What follows belongs to an exercise in optimizing a design on an open flow for small area, a short achievable clock period and few clock cycles per item; a production flow would make more cautious choices. RTL that was checked went through simulation tests only; none was proved equivalent to the original. Power figures rest on the tool's default switching activity, not on a simulated workload.

Setup of JK:
Design pn_eval, start of the top module:
module pn_eval #(
  parameter int DATA_W = 3,
  parameter int OUT_W = 64,
  parameter int MAX_LEN = 20
) (
  input  logic              clk,
  input  logic              rst,
  input  logic              in_valid,
  input  logic [DATA_W-1:0] in,
  input  logic              operator,
  input  logic              mode,
  output logic              out_valid,
  output logic [OUT_W-1:0]  out,
  output logic              err
);
clock: 16.0 ns
lec_check: 0
cap_margin: 20
core_margin: 2
core_utilization: 60
setup_slack_margin: 1.0
slew_margin: 20
standard.sh (not shown) runs the stock make flow with config.mk's settings and CLKGATE_MAP_FILE= SYNTH_SCRIPT=/design/flow/synth_recipe.tcl, a recipe that flattens the netlist after the stock synthesis.
==> flow/flow/run.sh <==
#!/bin/bash
# The standard ORFS layout (standard.sh: the standard synthesis, floorplan, power grid, CTS
# and routing), with two changes in how it is made: the port buffers are buf_2 cells (the default
# choice is a slow delay buffer), and repair_timing keeps a larger setup margin than the 16 ns
# clock needs, so that it sizes and buffers the design for speed. Each step's full log stays in
# orfs/logs; make's output is in standard_flow.log.
set -euo pipefail
bash standard.sh "BUFFER_PORTS_ARGS=-buffer_cell sky130_fd_sc_hd__buf_2" SETUP_SLACK_MARGIN=11.6 finish > standard_flow.log 2>&1
JK ended with every stage complete and zero timing, DRC or antenna violations.
Testbench counts of JK, summed over its fixed seeds: cycles 4,812, items 384.
Here is what was changed in the inputs of MS compared with JK.
diff --git a/flow/design.v b/flow/design.v
--- a/flow/design.v
+++ b/flow/design.v
@@ -254,23 +254,14 @@
     mode_d = first ? mode : mode_q;
     idle_next = ~(ctv_q & ~consume) & ~(rp_q != wp_q) & ~pend_d & ~mb_d;
     fin_a = active_q & ~ov_q & ~ended_q & ~fe & idle_next;   
     fin_b = active_q & ~ov_q & ended_q & ~errF_q & idle_next;
     fin_err = active_q & ~ov_q & ended_q & errF_q;
     if (fin_err) r_d = '0;
-    clr = rst | ov_q;
-    if (clr) begin
-      ctv_d = 1'b0;
-      mb_d = 1'b0;
-      pend_d = 1'b0;
-      po_d = '1;
-      pl_d = '0;
-      rv_d = 1'b0;
-    end
     t4_d = v_d[0][DW-1:3] == '0 || v_d[0][DW-1:3] == '1;
-    fz = pv_d[1] & pl_d[1] & ~po_d[1][1];    
+    fz = po_d[1] != 2'b11 & pl_d[1] & ~po_d[1][1];    
     sg = fz & po_d[1][0];                     
     bm = t4_d ? bt : br;
     case (pend_d ? po_d[0] : ct_v_d[1:0])
       pn_eval_pkg::OP_MUL: {xt_p, mt_p, wt_p, bd_p} = {1'b0, ~t4_d, t4_d, bm};
       pn_eval_pkg::OP_SUB: {xt_p, mt_p, wt_p, bd_p} = {3'b100, BD_SUB};
       default: {xt_p, mt_p, wt_p, bd_p} = {3'b100, BD_ADD};
@@ -300,12 +291,21 @@
     else if (pend_d | mode_q) {xt_d, mt_d, wt_d, bd_d} = {xt_p, mt_p, wt_p, bd_p};
     else begin
       zs_d = po_d[0] != pn_eval_pkg::OP_MUL;
       {xt_d, mt_d, wt_d} = {fz, 2'b00};
       bd_d = po_d[0] == pn_eval_pkg::OP_MUL ? bpv : sg ? BD_SUB : BD_ADD;
     end
+    clr = rst | ov_q;
+    if (clr) begin
+      ctv_d = 1'b0;
+      mb_d = 1'b0;
+      pend_d = 1'b0;
+      po_d = '1;
+      pl_d = '0;
+      rv_d = 1'b0;
+    end
   end
   for (genvar j = 0; j < VD; j++) begin : g_v
     localparam int WJ = vw(j);
     logic [WJ-1:0] st_q;
     always_ff @(posedge clk) st_q <= v_d[j][WJ-1:0];
     assign v_q[j] = {{(DW-WJ){st_q[WJ-1]}}, st_q};
==> comparison <==
In MS, total standard cell area after synthesis is higher than in JK.
From JK to MS the numbers moved as follows: period utilization shows an increase of 0.48 points, clock skew shows no meaningful change, met1 demand-to-capacity share in global routing shows an increase of 0.79 points.
The well tap count reported for MS is greater than that of JK by 1.5%.
Cmp MS vs JK: sequential cell count higher in MS
Relative to JK, power consumption has increased by about 3.4% in MS.
The lower portion of total power attributed to the clock network of JK and MS is in JK.
MS vs. JK: area of the core rose by about 2.7%; cell area stayed essentially flat.
Looking at uppermost layer routed, the met5 result is from MS; the met4 one comes from JK.
JK -> MS: proportion of power drawn by combinational gates flat
Only the layout flow was run in MS; the RTL was not checked for function there.

========
Another version of the RTL of pn_eval (not shown whole).
Size: about 2400 cells after synthesis, about 74 I/O pins.
export LEC_CHECK = 0
export CAP_MARGIN = 20
export CORE_MARGIN = 2
export CORE_UTILIZATION = 60
export SETUP_SLACK_MARGIN = 1.0
export SLEW_MARGIN = 20
create_clock -name core_clock -period 16.0 [get_ports {clk}]
==> flow/flow/run.sh <==
#!/bin/bash
# The standard ORFS layout (standard.sh), with three changes in how it is made:
#  - Yosys's ABC pass maps the logic with flow/abc_speed.script (the classic delay-driven "map"
#    script) in place of ORFS's default; flip-flops are mapped before ABC runs, so the registers
#    are exactly the standard synthesis's;
#  - the port buffers are buf_2 cells (the default choice is a slow delay buffer);
#  - repair_timing keeps a larger setup margin than the 16 ns clock needs, so that it sizes and
#    buffers the design for speed.
# Each step's full log stays in orfs/logs; make's output is in standard_flow.log.
set -euo pipefail
rm -rf scripts_abc
cp -r "$FLOW_HOME/scripts" scripts_abc
cp flow/abc_speed.script scripts_abc/abc_speed.script
bash standard.sh SCRIPTS_DIR="$PWD/scripts_abc" "BUFFER_PORTS_ARGS=-buffer_cell sky130_fd_sc_hd__buf_2" \
  SETUP_SLACK_MARGIN=11.4 finish > standard_flow.log 2>&1
==> flow/flow/abc_speed.script <==
strash
dch
map -D 2500
topo
stime -c
buffer -c
upsize -c -D 2500
dnsize -c -D 2500
Testbench counts at the start, summed over its fixed seeds: cycles 4,812, items 384.
Rerun with:
--- a/flow/design.v
+++ b/flow/design.v
@@ -70,21 +70,21 @@
       5: vw = 13;
       6: vw = 10;
       7: vw = 7;
       default: vw = 4;
     endcase
   endfunction
   logic active_q, ended_q, ov_q, err_q, errA_q, errF_q, mode_q;
   logic in_iv_q, in_op_q, in_first_q;
   logic [2:0] in_v_q;
   logic [4:0] cnt_q, lvl_q;
-  logic [3:0] wp_q, rp_q;
+  logic [2:0] wp_q, rp_q;        
   logic [BD-1:0][3:0] buf_q;
   logic first, a_err, fe;
   logic [4:0] a_lvl, a_cnt, n_lvl, n_cnt;
   assign first = in_valid & ~active_q;
   always_comb begin
     a_lvl = in_first_q ? (mode_q ? 5'd0 : 5'd1) : lvl_q;
     a_cnt = in_first_q ? 5'd0 : cnt_q;
     a_err = in_first_q ? 1'b0 : errA_q;
     n_lvl = a_lvl;
     n_cnt = a_cnt;
@@ -151,21 +151,21 @@
   pn_alu #(.DW(DW)) u_alu (.x(x), .m(m), .bd(bd_q), .zsel(zs_q), .z(z), .zc(zc_q), .res(res));
   pn_booth u_bq (.w(q_d[4:0]), .bd(bq));
   pn_booth u_bt (.w({v_d[0][3:0], 1'b0}), .bd(bt));
   pn_booth u_br (.w({r_d[3:0], 1'b0}), .bd(br));
   logic a_step, a_tr, a_rv, a_fuse, a_ppush, a_fpush, a_lpush;
   logic [1:0] a_op;
   logic fz, sg, xt_p, mt_p, wt_p;
   logic [5:0] bq, bt, br, bm, bd_p, bpv;
   localparam logic [5:0] BD_ADD = 6'b000001;    
   localparam logic [5:0] BD_SUB = 6'b100101;    
-  logic [3:0] rp_n;
+  logic [2:0] rp_n;
   assign a_step = mb_q;
   assign a_tr = ~mb_q & (pend_q | (ctv_q & mode_q & ct_op_q));
   assign a_rv = ~mb_q & ~pend_q & ctv_q & ~mode_q & ~ct_op_q & pv_q[0] & pl_q[0];
   assign a_fuse = a_rv & pv_q[1] & pl_q[1] & ~po_q[1][1];
   assign a_ppush = ~mb_q & ~pend_q & ctv_q & mode_q & ~ct_op_q;
   assign a_fpush = ~mb_q & ~pend_q & ctv_q & ~mode_q & ct_op_q;
   assign a_lpush = ~mb_q & ~pend_q & ctv_q & ~mode_q & ~ct_op_q & ~(pv_q[0] & pl_q[0]);
   assign a_op = (~pend_q & mode_q) ? ct_v_q[1:0] : po_q[0];
   always_comb begin
     logic fr4, fq, swapq, single, mul;
@@ -262,23 +262,23 @@
       po_d[PD-1] = 2'b11;
       pl_d[PD-1] = 1'b0;
       po_d[PD-2] = 2'b11;
       pl_d[PD-2] = 1'b0;
       pend_d = pv_q[2] & pl_q[2];
       pl_d[0] = pv_q[2];
     end
     avail = rp_q != wp_q || in_valid;
     load = (~ctv_q | consume) & avail;
     ctv_d = load | (ctv_q & ~consume);
-    if (~ctv_q | consume) {ct_op_d, ct_v_d} = rp_q != wp_q ? buf_q[rp_q[2:0]] : {operator, in};
+    if (~ctv_q | consume) {ct_op_d, ct_v_d} = rp_q != wp_q ? buf_q[rp_q] : {operator, in};
     else {ct_op_d, ct_v_d} = {ct_op_q, ct_v_q};
-    rp_n = rp_q + 4'(load);
+    rp_n = rp_q + 3'(load);
     mode_d = first ? mode : mode_q;
     idle_next = ~(ctv_q & ~consume) & ~(rp_q != wp_q) & ~pend_d & ~mb_d;
     fin_a = active_q & ~ov_q & ~ended_q & ~fe & idle_next;   
     fin_b = active_q & ~ov_q & ended_q & ~errF_q & idle_next;
     fin_err = active_q & ~ov_q & ended_q & errF_q;
     if (fin_err) r_d = '0;
     clr = rst | ov_q;
     if (clr) begin
       ctv_d = 1'b0;
       mb_d = 1'b0;
@@ -330,21 +330,21 @@
     logic [WJ-1:0] st_q;
     always_ff @(posedge clk) st_q <= v_d[j][WJ-1:0];
     assign v_q[j] = {{(DW-WJ){st_q[WJ-1]}}, st_q};
   end
   always_ff @(posedge clk) begin
     r_q <= r_d;
     q_q <= q_d;
     po_q <= po_d;
     {ct_op_q, ct_v_q} <= {ct_op_d, ct_v_d};
     mode_q <= mode_d;
-    if (in_valid) buf_q[wp_q[2:0]] <= {operator, in};
+    buf_q[wp_q] <= {operator, in};
     in_op_q <= operator;
     in_v_q <= in;
     if (in_iv_q) begin
       lvl_q <= n_lvl;
       cnt_q <= n_cnt;
     end
     err_q <= fin_err;
     {xt_q, xr_q, mt_q, wt_q, zs_q, zc_q, bd_q} <= {xt_d, xr_d, mt_d, wt_d, zs_d, zc_d, bd_d};
     ctv_q <= ctv_d;
     mb_q <= mb_d;
@@ -364,18 +364,18 @@
     end else begin
       active_q <= active_q | in_valid;
       if (active_q & ~ended_q & ~in_valid) begin
         ended_q <= 1'b1;
         errF_q <= fe;
       end
       ov_q <= (~in_valid & fin_a) | fin_b | fin_err;
       errA_q <= a_err;
       in_iv_q <= in_valid;
       in_first_q <= first;
-      wp_q <= wp_q + 4'(in_valid);
+      wp_q <= wp_q + 3'(in_valid);
       rp_q <= rp_n;
     end
   end
   assign out_valid = ov_q;
   assign err = err_q;
   assign out = {{(OUT_W-DW){r_q[DW-1]}}, r_q};
 endmodule
Outcome: Total power grows by 6.3%. Hold slack barely changes. Synthesized area shrinks by 1.7%. Clock skew grows by 0.0033 ns. Core utilization grows by 0.32 points. Clock power grows by 7.0%.
Function not checked in the second run of this note: the RTL went through the layout flow alone.

==> re-timing with driven ports <==
The results above use ideal ports. As a check the final layouts listed here were re-extracted and re-timed, cells and wires unchanged.
Step 1 assumes that a clkbuf_16 drives the clock port and a buf_2 every other input.
Step 2, shift: input delay + t, output delay - t, t = (earliest + latest rising clock arrival at the registers) / 2. This alone moves slack from input paths to output paths.
Three values: ideal, step 1, step 2; two values: the first two.
| run | t, ns | slack for setup (ns) | worst hold slack (ns) | worst slew at a driven data input, ns |
|---|---|---|---|---|
| JK | 0.577 | 11.383 / 11.383 / 10.851 | 0.451 / 0.451 / 0.451 | 0.09 |
| MS | 0.581 | 11.306 / 11.295 / 10.714 | 0.458 / 0.458 / 0.458 | 0.09 |
| the first run of note 2 | 0.576 | 11.102 / 11.102 / 10.916 | 0.450 / 0.450 / 0.450 | 0.04 |
| the second run of note 2 | 0.573 | 11.305 / 11.305 / 10.852 | 0.448 / 0.448 / 0.448 | 0.03 |
After both steps every run listed still meets setup and hold. For MS, which loses most, drivers alone change the setup slack by -0.011 ns; drivers and shift together by -0.592 ns.
